This is an optimization exercise on Yosys and OpenROAD, whose aim is small area, a short achievable clock period and few clock cycles per item, not a production implementation. The RTL was checked by simulation tests, not by an equivalence proof against the original design.

== north ==
// keccak_miner_core
module keccak_miner_core
(
  input  logic          clk,
  input  logic          arst_n,
  input  logic          start,
  input  logic [607:0]  header,
  input  logic [31:0]   nonce,
  input  logic [63:0]   target,
  output logic          busy,
  output logic          done,
  output logic          match,
  output logic [255:0]  digest
);
Size in the first run: about 970 I/O pins.
Settings: LEC_CHECK=0, CAP_MARGIN=30, CORE_MARGIN=2, CORE_UTILIZATION=45, CTS_CLUSTER_DIAMETER=90, CTS_CLUSTER_SIZE=22, SETUP_SLACK_MARGIN=2.2, SLEW_MARGIN=30; clock period 5.0 ns.
standard.sh (not shown) runs the stock make flow with config.mk's settings and CLKGATE_MAP_FILE= SYNTH_SCRIPT=/design/flow/synth_recipe.tcl, a recipe that flattens the netlist after the stock synthesis.
==> flow/flow/run.sh <==
#!/bin/bash
# The standard layout, with every input and output port buffered by the
# smallest buffer cell instead of the one buffer_ports picks by default.
set -euo pipefail
export BUFFER_PORTS_ARGS="-buffer_cell sky130_fd_sc_hd__buf_1"
bash standard.sh > standard_flow.log 2>&1
north did not stop at any stage, and its layout met the timing, DRC and antenna checks.
Testbench counts of north, summed over its fixed seeds: cycles 4,632, items 192.
Relative to north, the following input files were edited for south:
Settings: CTS_CLUSTER_SIZE no longer set, was 22; CTS_CLUSTER_DIAMETER no longer set, was 90; CORE_UTILIZATION now 50, was 45.
--- outcome ---
- In the tables for south and north, final cell utilization of the core reads higher with south.
- south: largest driver fanout on the critical path higher than north
- Final hold slack was lower in south than in north.
- Actual slew at the worst max-slew pin: south lower than north
- The period utilization in south was lower than what north gave.
- Fmax on south is ahead of north.
- Non-clock buffer count of south falls short of that of north by a few percent.
Modified inputs, east compared to south
Settings: CTS_CLUSTER_DIAMETER: unset -> 90; CTS_CLUSTER_SIZE: unset -> 22; SETUP_SLACK_MARGIN: 2.2 -> 2.4; CORE_UTILIZATION: 50 -> 45.
Findings:
Between east and south, sum of routed wire length over all layers is higher for east, south comes in under that. south → east: count of unresolved DRC violations after routing has remained practically unchanged; summed area of non-filler cells in the final layout increased by 14000 µm² relative to the old numbers. In east, the final critical-path share of the clock period came out 3.1 points below the value in south. Maximum number of pins on one net before global-route repair: east and south compared, lower one is east. Max clock transition at the register clock pins on the worst setup and hold paths after CTS across east and south: east.
### east -> west
Settings: changing SETUP_SLACK_MARGIN from 2.4 to 1.8.
Findings:
west does better than east on wire length. Setup clock skew after layout: west vs east — no meaningful difference. Reported for west and east, number of max-capacitance violations reported turned out identical to the last digit.
> inputs changed (west -> middle)
Settings: clearing CTS_CLUSTER_DIAMETER, which used to be 90; clearing CTS_CLUSTER_SIZE, which used to be 22; swapping 1.8 for 2.0 in SETUP_SLACK_MARGIN; swapping 45 for 50 in CORE_UTILIZATION.
Results
middle ended with every stage complete and zero timing, DRC or antenna violations.
middle vs. west: routability congestion estimate from global placement decreased 0.023, area of all placed cells without fillers increased 5.5%.

---

## JK
Starting RTL as in the previous note.
==> flow/config.mk <==
export PLATFORM = sky130hd
export DESIGN_NAME = keccak_miner_core
export DESIGN_NICKNAME = keccak_miner_core
export VERILOG_FILES = /design/flow/design.v
export SDC_FILE = /design/flow/constraint.sdc
export NUM_CORES = 4
export LEC_CHECK = 0
export CAP_MARGIN = 30
export CORE_MARGIN = 2
export CORE_UTILIZATION = 45
export CTS_CLUSTER_DIAMETER = 90
export CTS_CLUSTER_SIZE = 22
export SETUP_SLACK_MARGIN = 2.0
export SLEW_MARGIN = 30
==> flow/constraint.sdc <==
create_clock -name core_clock -period 5.0 [get_ports {clk}]
set_input_delay 1.0000 -clock core_clock [delete_from_list [all_inputs] [get_ports {clk}]]
set_output_delay 1.0000 -clock core_clock [all_outputs]
set_load 0.01 [all_outputs]
Scripts as last shown in full above: flow/flow/run.sh
The final layout from JK, which completed every stage, passed the timing, DRC and antenna checks at the end of the flow.
Testbench counts of JK, summed over its fixed seeds: cycles 4,632, items 192.
Input-level comparison between MS and JK:
Settings: CTS_CLUSTER_DIAMETER: 90 -> unset; CAP_MARGIN: 30 -> 40; CTS_CLUSTER_SIZE: 22 -> unset; SLEW_MARGIN: 30 -> 40; SETUP_SLACK_MARGIN: 2.0 -> 1.8.
==> run notes <==
In MS the placed standard-cell area turned out about 2.4% higher than in JK.
Measured against each other, JK and MS differ in path length in cells of the critical path, the higher figure coming from MS.

separate check: timing with driven ports:
How much do the figures lean on ideal ports? The routed layouts below were timed once more, with nothing changed but the port constraints. Step 1 assumes that a clkbuf_16 drives the clock port and a buf_2 every other input. Step 2 also shifts input and output timing later by t, the mid clock arrival at the registers, as if the neighbouring blocks saw the same clock. Three values: ideal, step 1, step 2; two values: the first two.
run	t (ns)	slack for setup (ns)	hold slack, ns	worst setup path at the end
north	0.980	1.877 / 1.877 / 1.877	0.163 / 0.078 / 0.341	register to register
south	1.065	1.901 / 1.901 / 1.901	0.038 / -0.049 / 0.315	register to register
east	1.018	2.055 / 2.055 / 2.055	0.099 / 0.008 / 0.347	register to register
west	0.980	1.545 / 1.545 / 1.545	0.139 / 0.049 / 0.343	register to register
middle	1.020	1.631 / 1.631 / 1.631	0.089 / 0.000 / 0.315	register to register
JK	0.976	1.708 / 1.708 / 1.708	0.145 / 0.057 / 0.343	register to register
MS	1.034	1.574 / 1.574 / 1.574	0.097 / 0.005 / 0.310	register to register
After both steps every run listed still meets setup and hold.
